Background: an optimization exercise with open tools, aiming at small area and few clock cycles. Do not read the settings as production practice.
At most, simulation tests tie the RTL to the original design; equivalence was not proved.

alpha:
==> module spq_note_lookup, before the edit <==
module spq_note_lookup
#(
   parameter int SPLIT = 1
) (
   input  logic                  clock,
   input  logic                  reset,
   input  logic [NOTE_W-1:0]     lowest_n,
   input  logic                  octave,
   input  logic [2*STEPS-1:0]    steps,
   input  logic [STEPS/2-2:0][5:0] even,
   input  logic [5:0]            period_n,
   input  logic                  key_take,
   input  logic [NOTE_W-1:0]     key_in,
   input  logic                  note_take,
   output logic                  key_valid,
   output logic                  note_valid,
   output logic [NOTE_W-1:0]     note
);
   logic [NOTE_W-1:0] key;
   logic              key_valid_ff;
   logic              key_move;
   logic [NOTE_W-1:0] key_c;
   logic [NOTE_W-1:0] above;
   logic              below;
   logic [NOTE_W:0]   base_in;
   logic [NOTE_W-1:0] gap_in;
   logic [NOTE_W-1:0] part_in;
   logic [NOTE_W-1:0] base_ff;
   logic [NOTE_W-1:0] part_ff;
   logic              valid_ff;
   logic [NOTE_W-1:0] rem;
   logic [STEPS/2-2:0] past;
   logic [STEPS/2-1:0] hit;
   logic [1:0]        pos_lo;
   logic [1:0]        step_m1;
   logic [3:0]        into;
   logic [3:0]        size;
   logic [NOTE_W:0]   lo_dn;
   logic [NOTE_W:0]   lo_up;
   logic [3:0]        hi_dn;
   logic [3:0]        hi_up;
   logic              up;
   logic [NOTE_W:0]   lower;
   logic [NOTE_W:0]   upper;
   function automatic logic [NOTE_W-1:0] reduce(input logic [NOTE_W-1:0] part,
                                                input logic [5:0] per_n, input int i);
      logic [NOTE_W-1:0] diff;
      logic              cy;
      logic              x;
      logic              y;
      logic              fits;
      cy   = 1'b1;
      diff = part;
      fits = 1'b1;
      for (int b = 0; b < NOTE_W; b++) begin
         if (b >= i) begin
            x       = part[b];
            y       = (b - i < 6) ? per_n[(b - i) % 6] : 1'b1;
            diff[b] = x ^ y ^ cy;
            cy      = (x & y) | (cy & (x ^ y));
         end
      end
      for (int b = 0; b < 6; b++) begin
         if (b + i >= NOTE_W) begin
            fits = fits & per_n[b];
         end
      end
      reduce = (fits && cy) ? diff : part;
   endfunction
   function automatic logic [NOTE_W:0] addw(input logic [NOTE_W-1:0] a,
                                            input logic [NOTE_W-1:0] b,
                                            input logic cin, input int w);
      logic cy;
      cy   = cin;
      addw = '0;
      for (int k = 0; k < NOTE_W; k++) begin
         if (k < w) begin
            addw[k] = a[k] ^ b[k] ^ cy;
            cy      = (a[k] & b[k]) | (cy & (a[k] ^ b[k]));
         end
      end
      addw[w] = cy;
   endfunction
   always_comb begin
      logic cy;
      key_c = {key_in[6:1], key_in[0] & !(&key_in[6:1])};
      cy    = 1'b1;
      for (int b = 0; b < NOTE_W; b++) begin
         above[b] = key_c[b] ^ lowest_n[b] ^ cy;
         cy       = (key_c[b] & lowest_n[b]) | (cy & (key_c[b] ^ lowest_n[b]));
      end
      below = !cy;
      gap_in  = below ? '0 : above;
   end
   always_comb begin
      base_in = addw(~lowest_n, key, 1'b0, NOTE_W);
      part_in = key;
      for (int i = NOTE_W - 1; i >= SPLIT; i--) begin
         part_in = reduce(part_in, period_n, i);
      end
   end
   assign key_move = key_valid_ff && (!valid_ff || note_take);
   always_ff @(posedge clock) begin
      if (reset) begin
         key_valid_ff <= 1'b0;
         valid_ff     <= 1'b0;
      end else begin
         key_valid_ff <= key_take || (key_valid_ff && !key_move);
         valid_ff     <= key_move || (valid_ff && !note_take);
      end
      if (key_take) begin
         key <= gap_in;
      end
      if (key_move) begin
         base_ff <= base_in[NOTE_W-1:0];
         part_ff <= part_in;
      end
   end
   always_comb begin
      logic bw;
      logic [NOTE_W:0] off;
      logic [NOTE_W:0] in_b;
      logic [1:0] m_a;
      logic [1:0] m_b;
      logic [2:0] base3;
      rem = part_ff;
      for (int i = SPLIT - 1; i >= 0; i--) begin
         rem = reduce(rem, period_n, i);
      end
      for (int k = 0; k < STEPS / 2 - 1; k++) begin
         bw = 1'b0;
         for (int b = 0; b < 6; b++) begin
            bw = (!rem[b] & even[k][b]) | (!rem[b] & bw) | (even[k][b] & bw);
         end
         past[k] = !bw;
      end
      hit[0] = !past[0];
      for (int k = 1; k < STEPS / 2; k++) begin
         hit[k] = past[k-1] && ((k == STEPS / 2 - 1) || !past[k % (STEPS / 2 - 1)]);
      end
      base3 = '0;
      m_a   = '0;
      m_b   = '0;
      for (int k = 0; k < STEPS / 2; k++) begin
         if (k > 0) begin
            base3 = base3 | (hit[k] ? even[(k + STEPS / 2 - 2) % (STEPS / 2 - 1)][2:0] : 3'b0);
         end
         m_a = m_a | (hit[k] ? steps[4*k +: 2] : 2'b0);
         m_b = m_b | (hit[k] ? steps[4*k+2 +: 2] : 2'b0);
      end
      off  = addw({4'b0, rem[2:0]}, {4'b0, ~base3}, 1'b1, 3);
      in_b = addw({4'b0, off}, {5'b0011111, ~m_a}, 1'b0, 3);
      if (in_b[3]) begin
         pos_lo  = in_b[1:0];
         step_m1 = m_b;
      end else begin
         pos_lo  = off[1:0];
         step_m1 = m_a;
      end
   end
   assign hi_dn = addw({4'b0, base_ff[6:4]}, 7'b1111111, 1'b0, 3);
   assign hi_up = addw({4'b0, base_ff[6:4]}, 7'b0000000, 1'b1, 3);
   always_comb begin
      logic [2:0] gap;
      logic       past_top;
      logic       top4;
      if (octave) begin
         into = rem[3:0];
         up   = rem[3] | (rem[2] & rem[1]);
         gap  = addw({3'b0, 4'd12}, {3'b111, ~rem[3:0]}, 1'b1, 3);
      end else begin
         into = {2'b0, pos_lo};
         up   = into[1] | (into[0] & !step_m1[1]);
         gap  = {1'b0, &step_m1 & pos_lo[1] & !pos_lo[0],
                 !(&step_m1 & pos_lo[1] & !pos_lo[0])};
      end
      lo_dn = addw({3'b0, base_ff[3:0]}, {3'b0, ~into}, 1'b1, 4);
      lo_up = addw({3'b0, base_ff[3:0]}, {4'b0, gap}, 1'b0, 4);
      lower = {1'b0, lo_dn[4] ? base_ff[6:4] : hi_dn[2:0], lo_dn[3:0]};
      upper = lo_up[4] ? {hi_up, lo_up[3:0]} : {1'b0, base_ff[6:4], lo_up[3:0]};
      top4 = &base_ff[6:3];
      unique case (gap)
         3'd1:    past_top = top4 & (&base_ff[2:1]);
         3'd2:    past_top = top4 & base_ff[2] & (base_ff[1] | base_ff[0]);
         3'd3:    past_top = top4 & base_ff[2];
         3'd4:    past_top = top4 & (base_ff[2] | (base_ff[1] & base_ff[0]));
         3'd5:    past_top = top4 & (base_ff[2] | base_ff[1]);
         3'd6:    past_top = top4 & (|base_ff[2:0]);
         default: past_top = top4;
      endcase
      if (up && !past_top) begin
         note = upper[NOTE_W-1:0];
      end else begin
         note = lower[NOTE_W-1:0];
      end
   end
   assign key_valid  = key_valid_ff;
   assign note_valid = valid_ff;
endmodule
export LEC_CHECK = 0
export ABC_AREA = 1
export CAP_MARGIN = 20
export CORE_MARGIN = 2
export CORE_UTILIZATION = 40
export CTS_BUF_LIST = sky130_fd_sc_hd__clkbuf_8
export SLEW_MARGIN = 20
create_clock -name core_clock -period 10.0 [get_ports {clock}]
standard.sh (not shown) runs the stock make flow with config.mk's settings and CLKGATE_MAP_FILE= SYNTH_SCRIPT=/design/flow/synth_recipe.tcl, a recipe that flattens the netlist after the stock synthesis.
==> flow/flow/run.sh <==
#!/bin/bash
# The standard layout, with the port buffers made of the smallest buffer cell
# (buf_1) instead of the cell buffer_ports picks by default. The make output
# is kept in standard_make.log; the tools' own logs stay under orfs/logs/.
set -euo pipefail
export BUFFER_PORTS_ARGS="-buffer_cell sky130_fd_sc_hd__buf_1"
bash standard.sh > standard_make.log 2>&1
Testbench counts of alpha, summed over its fixed seeds: cycles 9,830.
Changes in beta relative to alpha:
-- flow/design.v --
<<< alpha, line 57
module spq_note_lookup
#(
   parameter int SPLIT = 1
) (
   input  logic                  clock,
>>> beta, line 57
module spq_note_lookup
#(
   parameter int SPLIT = 2
) (
   input  logic                  clock,
<<< alpha, line 79
   logic [NOTE_W-1:0] above;
   logic              below;
   logic [NOTE_W:0]   base_in;
   logic [NOTE_W-1:0] gap_in;
   logic [NOTE_W-1:0] part_in;
   logic [NOTE_W-1:0] base_ff;
>>> beta, line 79
   logic [NOTE_W-1:0] above;
   logic              below;
   logic [NOTE_W-1:0] base_in;
   logic [NOTE_W-1:0] part_in;
   logic [NOTE_W-1:0] base_ff;
<<< alpha, line 92
   logic [3:0]        into;
   logic [3:0]        size;
   logic [NOTE_W:0]   lo_dn;
   logic [NOTE_W:0]   lo_up;
   logic [3:0]        hi_dn;
   logic [3:0]        hi_up;
   logic              up;
   logic [NOTE_W:0]   lower;
>>> beta, line 91
   logic [3:0]        into;
   logic [3:0]        size;
   logic              up;
   logic [NOTE_W:0]   lower;
<<< alpha, line 140
   always_comb begin
      logic cy;
      key_c = {key_in[6:1], key_in[0] & !(&key_in[6:1])};
      cy    = 1'b1;
      for (int b = 0; b < NOTE_W; b++) begin
>>> beta, line 135
   always_comb begin
      logic cy;
      key_c = key;
      cy    = 1'b1;
      for (int b = 0; b < NOTE_W; b++) begin
<<< alpha, line 146
         cy       = (key_c[b] & lowest_n[b]) | (cy & (key_c[b] ^ lowest_n[b]));
      end
      below = !cy;
      gap_in  = below ? '0 : above;
   end
   always_comb begin
      base_in = addw(~lowest_n, key, 1'b0, NOTE_W);
      part_in = key;
      for (int i = NOTE_W - 1; i >= SPLIT; i--) begin
         part_in = reduce(part_in, period_n, i);
>>> beta, line 141
         cy       = (key_c[b] & lowest_n[b]) | (cy & (key_c[b] ^ lowest_n[b]));
      end
      below   = !cy;
      base_in = below ? ~lowest_n : key_c;
      part_in = below ? '0 : above;
      for (int i = NOTE_W - 1; i >= SPLIT; i--) begin
         part_in = reduce(part_in, period_n, i);
<<< alpha, line 166
      end
      if (key_take) begin
         key <= gap_in;
      end
      if (key_move) begin
         base_ff <= base_in[NOTE_W-1:0];
         part_ff <= part_in;
      end
>>> beta, line 158
      end
      if (key_take) begin
         key <= {key_in[6:1], key_in[0] & !(&key_in[6:1])};
      end
      if (key_move) begin
         base_ff <= base_in;
         part_ff <= part_in;
      end
<<< alpha, line 215
      end
   end
   assign hi_dn = addw({4'b0, base_ff[6:4]}, 7'b1111111, 1'b0, 3);
   assign hi_up = addw({4'b0, base_ff[6:4]}, 7'b0000000, 1'b1, 3);
   always_comb begin
      logic [2:0] gap;
      logic       past_top;
      logic       top4;
      if (octave) begin
         into = rem[3:0];
>>> beta, line 207
      end
   end
   always_comb begin
      logic [2:0] gap;
      logic       past_top;
      if (octave) begin
         into = rem[3:0];
<<< alpha, line 231
                 !(&step_m1 & pos_lo[1] & !pos_lo[0])};
      end
      lo_dn = addw({3'b0, base_ff[3:0]}, {3'b0, ~into}, 1'b1, 4);
      lo_up = addw({3'b0, base_ff[3:0]}, {4'b0, gap}, 1'b0, 4);
      lower = {1'b0, lo_dn[4] ? base_ff[6:4] : hi_dn[2:0], lo_dn[3:0]};
      upper = lo_up[4] ? {hi_up, lo_up[3:0]} : {1'b0, base_ff[6:4], lo_up[3:0]};
      top4 = &base_ff[6:3];
      unique case (gap)
         3'd1:    past_top = top4 & (&base_ff[2:1]);
         3'd2:    past_top = top4 & base_ff[2] & (base_ff[1] | base_ff[0]);
         3'd3:    past_top = top4 & base_ff[2];
         3'd4:    past_top = top4 & (base_ff[2] | (base_ff[1] & base_ff[0]));
         3'd5:    past_top = top4 & (base_ff[2] | base_ff[1]);
         3'd6:    past_top = top4 & (|base_ff[2:0]);
         default: past_top = top4;
      endcase
      if (up && !past_top) begin
         note = upper[NOTE_W-1:0];
>>> beta, line 220
                 !(&step_m1 & pos_lo[1] & !pos_lo[0])};
      end
      lower = addw(base_ff, {3'b111, ~into}, 1'b1, NOTE_W);
      upper = addw(base_ff, {4'b0, gap}, 1'b0, NOTE_W);
      past_top = upper[NOTE_W] || (&upper[NOTE_W-1:0]);
      if (up && !past_top) begin
         note = upper[NOTE_W-1:0];
## What came out
alpha vs beta, critical-path cell with the highest stage delay: fa_1 vs fa_2. alpha has a lower global routing usage on met3 than beta. alpha has higher register share of the cell area than beta. In the flow results for beta and alpha, the core utilization is larger on beta. met2 capacity usage during global routing for beta: 2.5 points up relative to alpha. On fraction of the cycle the final worst path needs: beta sits above alpha. In beta relative to alpha, die boundary width had gone down slightly.
No functional check of the RTL was part of beta.

[what the ideal ports hide]
The flow's constraints put no driver on any port. The routed layouts listed below were extracted and timed again, unchanged, in two steps.
Step 1, drivers: a clkbuf_16 drives clock and a buf_2 each remaining input, both assumed.
Step 2, shift: input delay + t, output delay - t, t = (earliest + latest rising clock arrival at the registers) / 2. This alone moves slack from input paths to output paths.
a / b / c = ideal / step 1 / step 2; a / b = the first two.
| run | shift t [ns] | setup slack, ns | slew at the worst register clock pin (ns) | worst data-port slew with drivers (ns) |
|---|---|---|---|---|
| alpha | 0.397 | 0.570 / 0.570 / 0.570 | 0.10 / 0.10 | 0.05 |
| beta | 0.406 | 0.329 / 0.329 / 0.329 | 0.10 / 0.10 | 0.04 |
After both steps every run listed still meets setup and hold.
